What follows belongs to an exercise in optimizing a design on an open flow for small area, a short achievable clock period and few clock cycles; a production flow would make more cautious choices. In this exercise RTL edits were held to simulation tests only and were not proved equivalent to the original. No activity file was given, so power comes from the tool's default toggle rates.

P:
==> flow/design.v (excerpt) <==
module xm_bus_top #(
	parameter int WAIT_STATES = 2,
	parameter int TIMEOUT_CYCLES = 8,
	parameter int MEM_WORDS = 256
) (
	input logic clk,
	input logic reset,
	input logic en,
	input logic op,
	input logic size,
	input logic [15:0] addr,
	input logic [15:0] wr_data,
	output logic ready,
	output logic bad_addr,
	output logic rd_err,
	output logic wr_err,
	output logic [15:0] rd_data
);
	logic [15:0] mem [256];
	logic in_range;
	logic accept;
	logic wr_lo;
	logic wr_hi;
	assign ready = 1'b1;
	assign bad_addr = size & addr[0];
	req_ctl ctl_i (
		.reset(reset), .en(en), .op(op), .size(size), .addr_hi(addr[15:9]), .a0(addr[0]),
		.in_range(in_range), .accept(accept), .wr_lo(wr_lo), .wr_hi(wr_hi)
	);
	logic [1:0] err_d;
	hold_mux #(.W(2)) err_mux_i (
		.load(accept | reset),
		.d({op & !in_range & !reset, !op & !in_range & !reset}),
		.q({wr_err, rd_err}),
		.y(err_d)
	);
	always_ff @(posedge clk) begin
		rd_err <= err_d[0];
		wr_err <= err_d[1];
	end
	logic [7:0] hi_data;
	logic [255:0] we_lo;
	logic [255:0] we_hi;
	assign hi_data = size ? wr_data[15:8] : wr_data[7:0];
	wr_decode wr_dec_i (.a(addr[8:1]), .wr_lo(wr_lo), .wr_hi(wr_hi), .we_lo(we_lo), .we_hi(we_hi));
	always_ff @(posedge clk) begin
		for (int w = 0; w < 256; w++) begin
			if (we_lo[w])
				mem[w][7:0] <= wr_data[7:0];
			if (we_hi[w])
				mem[w][15:8] <= hi_data;
		end
	end
	logic [255:0] rsel;
	logic [15:0] word;
	rd_decode rd_dec_i (.a(addr[8:1]), .sel(rsel));
	for (genvar b = 0; b < 16; b++) begin : g_rd
		logic [255:0] col;
		for (genvar w = 0; w < 256; w++) begin : g_col
			assign col[w] = mem[w][b];
		end
		rd_tree tree_i (.d(col), .s(rsel), .y(word[b]));
	end
	logic [15:0] word_q;
	logic a0_q;
	logic size_q;
	logic [17:0] rd_d;
	hold_mux #(.W(18)) rd_mux_i (
		.load(accept & !op),
		.d({size, addr[0], word}),
		.q({size_q, a0_q, word_q}),
		.y(rd_d)
	);
	always_ff @(posedge clk) begin
		{size_q, a0_q, word_q} <= rd_d;
	end
	assign rd_data[7:0] = a0_q ? word_q[15:8] : word_q[7:0];
	assign rd_data[15:8] = size_q ? word_q[15:8] : 8'h00;
endmodule
==> module xm_bus_top, before the edit <==
module xm_bus_top #(
	parameter int WAIT_STATES = 2,
	parameter int TIMEOUT_CYCLES = 8,
	parameter int MEM_WORDS = 256
) (
	input logic clk,
	input logic reset,
	input logic en,
	input logic op,
	input logic size,
	input logic [15:0] addr,
	input logic [15:0] wr_data,
	output logic ready,
	output logic bad_addr,
	output logic rd_err,
	output logic wr_err,
	output logic [15:0] rd_data
);
	logic [15:0] mem [256];
	logic in_range;
	logic accept;
	logic wr_lo;
	logic wr_hi;
	assign ready = 1'b1;
	assign bad_addr = size & addr[0];
	req_ctl ctl_i (
		.reset(reset), .en(en), .op(op), .size(size), .addr_hi(addr[15:9]), .a0(addr[0]),
		.in_range(in_range), .accept(accept), .wr_lo(wr_lo), .wr_hi(wr_hi)
	);
	logic [1:0] err_d;
	hold_mux #(.W(2)) err_mux_i (
		.load(accept | reset),
		.d({op & !in_range & !reset, !op & !in_range & !reset}),
		.q({wr_err, rd_err}),
		.y(err_d)
	);
	always_ff @(posedge clk) begin
		rd_err <= err_d[0];
		wr_err <= err_d[1];
	end
	logic [7:0] hi_data;
	logic [255:0] we_lo;
	logic [255:0] we_hi;
	assign hi_data = size ? wr_data[15:8] : wr_data[7:0];
	wr_decode wr_dec_i (.a(addr[8:1]), .wr_lo(wr_lo), .wr_hi(wr_hi), .we_lo(we_lo), .we_hi(we_hi));
	always_ff @(posedge clk) begin
		for (int w = 0; w < 256; w++) begin
			if (we_lo[w])
				mem[w][7:0] <= wr_data[7:0];
			if (we_hi[w])
				mem[w][15:8] <= hi_data;
		end
	end
	logic [255:0] rsel;
	logic [15:0] word;
	rd_decode rd_dec_i (.a(addr[8:1]), .sel(rsel));
	for (genvar b = 0; b < 16; b++) begin : g_rd
		logic [255:0] col;
		for (genvar w = 0; w < 256; w++) begin : g_col
			assign col[w] = mem[w][b];
		end
		rd_tree tree_i (.d(col), .s(rsel), .y(word[b]));
	end
	logic [15:0] word_q;
	logic a0_q;
	logic size_q;
	logic [17:0] rd_d;
	hold_mux #(.W(18)) rd_mux_i (
		.load(accept & !op),
		.d({size, addr[0], word}),
		.q({size_q, a0_q, word_q}),
		.y(rd_d)
	);
	always_ff @(posedge clk) begin
		{size_q, a0_q, word_q} <= rd_d;
	end
	assign rd_data[7:0] = a0_q ? word_q[15:8] : word_q[7:0];
	assign rd_data[15:8] = size_q ? word_q[15:8] : 8'h00;
endmodule
Settings: LEC_CHECK=0, CAP_MARGIN=20, CORE_MARGIN=2, CORE_UTILIZATION=55, CTS_CLUSTER_DIAMETER=100, CTS_CLUSTER_SIZE=25, PLACE_DENSITY=0.66, SETUP_SLACK_MARGIN=2.2, SLEW_MARGIN=20, SYNTH_HIERARCHICAL=1, TNS_END_PERCENT=20; clock period 5.0 ns.
run.sh (not shown) runs the stock make flow with config.mk's settings and CLKGATE_MAP_FILE= SYNTH_SCRIPT=/design/flow/synth_recipe.tcl, a recipe that flattens the netlist after the stock synthesis.
P closes out successfully: all stages finished, all timing, DRC and antenna checks passed.
Testbench counts of P, summed over its fixed seeds: cycles 12,008.
## Diff of input files: Q against P
diff --git a/flow/design.v b/flow/design.v
--- a/flow/design.v
+++ b/flow/design.v
@@ -88,26 +88,27 @@
 		for (genvar w = 0; w < 256; w++) begin : g_col
 			assign col[w] = mem[w][b];
 		end
 		rd_tree tree_i (.d(col), .s(rsel), .y(word[b]));
 	end
 	logic [15:0] word_q;
-	logic a0_q;
+	logic sel_lo_q;
+	logic sel_hi_q;
 	logic size_q;
-	logic [17:0] rd_d;
-	hold_mux #(.W(18)) rd_mux_i (
+	logic [18:0] rd_d;
+	hold_mux #(.W(19)) rd_mux_i (
 		.load(accept & !op),
-		.d({size, addr[0], word}),
-		.q({size_q, a0_q, word_q}),
+		.d({size, addr[0], !addr[0], word}),
+		.q({size_q, sel_hi_q, sel_lo_q, word_q}),
 		.y(rd_d)
 	);
 	always_ff @(posedge clk) begin
-		{size_q, a0_q, word_q} <= rd_d;
-	end
-	assign rd_data[7:0] = a0_q ? word_q[15:8] : word_q[7:0];
-	assign rd_data[15:8] = size_q ? word_q[15:8] : 8'h00;
+		{size_q, sel_hi_q, sel_lo_q, word_q} <= rd_d;
+	end
+	assign rd_data[7:0] = (word_q[7:0] & {8{sel_lo_q}}) | (word_q[15:8] & {8{sel_hi_q}});
+	assign rd_data[15:8] = word_q[15:8] & {8{size_q}};
 endmodule
 module req_ctl (
 	input logic reset,
 	input logic en,
 	input logic op,
 	input logic size,
[summary]
Register bit total from synthesis across Q and P: no real change.
Relative to P, worst hold slack after final layout has decreased by 0.0073 ns in Q.
Summary: with P as the reference, non-clock buffer instance count of the final layout in Q moved up by a little under 10%.
Between P and Q, the delay of the slowest cell on the worst path figures differ only marginally.
Number of standard cells in the layout, taps in and fillers out: Q > P
When Q is measured against P, its half-perimeter wire length after placement turns out 0.35% higher.
Total power of P is on par with Q.
Between Q and P, final net count is lower for P, Q comes in above that.
Testbench counts of Q, summed over its fixed seeds: cycles 12,008.

---

Starting RTL as in the previous note.
==> module hold_mux, before the edit <==
module hold_mux #(
	parameter int W = 1
) (
	input logic load,
	input logic [W-1:0] d,
	input logic [W-1:0] q,
	output logic [W-1:0] y
);
	assign y = load ? d : q;
endmodule
export LEC_CHECK = 0
export CAP_MARGIN = 20
export CORE_MARGIN = 2
export CORE_UTILIZATION = 45
export CTS_CLUSTER_DIAMETER = 100
export CTS_CLUSTER_SIZE = 25
export PLACE_DENSITY = 0.6
export SETUP_SLACK_MARGIN = 2.4
export SLEW_MARGIN = 20
export SYNTH_HIERARCHICAL = 1
export TNS_END_PERCENT = 20
create_clock -name core_clock -period 5.0 [get_ports {clk}]
Testbench counts at the start, summed over its fixed seeds: cycles 12,008.
Rerun with:
--- a/flow/design.v
+++ b/flow/design.v
@@ -53,22 +53,20 @@
 	assign ready = 1'b1;
 	assign bad_addr = size & addr[0];
 	req_ctl ctl_i (
 		.reset(reset), .en(en), .op(op), .size(size), .addr_hi(addr[15:9]), .a0(addr[0]),
 		.in_range(in_range), .accept(accept), .wr_lo(wr_lo), .wr_hi(wr_hi)
 	);
-	logic [1:0] err_d;
-	hold_mux #(.W(2)) err_mux_i (
-		.load(accept | reset),
-		.d({op & !in_range & !reset, !op & !in_range & !reset}),
-		.q({wr_err, rd_err}),
-		.y(err_d)
-	);
 	always_ff @(posedge clk) begin
-		rd_err <= err_d[0];
-		wr_err <= err_d[1];
+		if (reset) begin
+			rd_err <= 1'b0;
+			wr_err <= 1'b0;
+		end else if (accept) begin
+			rd_err <= !op & !in_range;
+			wr_err <= op & !in_range;
+		end
 	end
 	logic [7:0] hi_data;
 	logic [255:0] we_lo;
 	logic [255:0] we_hi;
 	assign hi_data = size ? wr_data[15:8] : wr_data[7:0];
 	wr_decode wr_dec_i (.a(addr[8:1]), .wr_lo(wr_lo), .wr_hi(wr_hi), .we_lo(we_lo), .we_hi(we_hi));
@@ -87,27 +85,18 @@
 		logic [255:0] col;
 		for (genvar w = 0; w < 256; w++) begin : g_col
 			assign col[w] = mem[w][b];
 		end
 		rd_tree tree_i (.d(col), .s(rsel), .y(word[b]));
 	end
-	logic [15:0] word_q;
-	logic a0_q;
-	logic size_q;
-	logic [17:0] rd_d;
-	hold_mux #(.W(18)) rd_mux_i (
-		.load(accept & !op),
-		.d({size, addr[0], word}),
-		.q({size_q, a0_q, word_q}),
-		.y(rd_d)
-	);
 	always_ff @(posedge clk) begin
-		{size_q, a0_q, word_q} <= rd_d;
-	end
-	assign rd_data[7:0] = a0_q ? word_q[15:8] : word_q[7:0];
-	assign rd_data[15:8] = size_q ? word_q[15:8] : 8'h00;
+		if (accept && !op) begin
+			rd_data[7:0] <= addr[0] ? word[15:8] : word[7:0];
+			rd_data[15:8] <= size ? word[15:8] : 8'h00;
+		end
+	end
 endmodule
 module req_ctl (
 	input logic reset,
 	input logic en,
 	input logic op,
 	input logic size,
@@ -122,22 +111,12 @@
 	assign in_range = ~|addr_hi;
 	assign accept = en & !(size & a0) & !reset;
 	assign wr_ok = en & op & !reset & in_range;
 	assign wr_lo = wr_ok & !a0;
 	assign wr_hi = wr_ok & (size ^ a0);
 endmodule
-module hold_mux #(
-	parameter int W = 1
-) (
-	input logic load,
-	input logic [W-1:0] d,
-	input logic [W-1:0] q,
-	output logic [W-1:0] y
-);
-	assign y = load ? d : q;
-endmodule
 module dec2 (
 	input logic [1:0] a,
 	output logic [3:0] y
 );
 	assign y[0] = !a[1] & !a[0];
 	assign y[1] = !a[1] & a[0];
Design area grows slightly.
Register-to-register slack got worse by 0.16 ns.
Critical path depth grows by 1.
Setup slack got worse by 0.13 ns.
Non-clock buffer count grows by 153.
Power shrinks slightly.
First-iteration DRC count grows by a few percent.
Global-route usage shrinks by 0.68 points.
Wire length shrinks slightly.
Sequential power barely changes.
Synthesized cell count is about the same.
Synthesized area stays flat.
Worst hold slack got worse by 0.12 ns.
Testbench counts after the change, summed over its fixed seeds: cycles 12,008.

[afterwards: timing with drivers on the ports]
How much do the figures lean on ideal ports? The routed layouts below were timed once more, with nothing changed but the port constraints. Step 1, drivers: a clkbuf_16 drives clk and a buf_2 each remaining input, both assumed. Step 2 moves the port delays by t, midway between the first and last clock arrival at a register: inputs arrive t later, outputs are due t later. That takes back most of the time a late clock gives input paths. a / b / c = ideal / step 1 / step 2; a / b = the first two.
run | t, ns | slack for setup (ns) | worst data-port slew with drivers (ns)
P | 1.002 | 1.910 / 1.881 / 0.879 | 0.20
Q | 1.007 | 1.905 / 1.868 / 0.861 | 0.17
the first run of note 2 | 1.003 | 1.998 / 1.946 / 0.943 | 0.24
the second run of note 2 | 1.023 | 1.873 / 1.858 / 0.835 | 0.18
After both steps setup and hold are still met in every run listed. For the first run of note 2, which loses most, drivers alone change the setup slack by -0.052 ns; drivers and shift together by -1.055 ns.
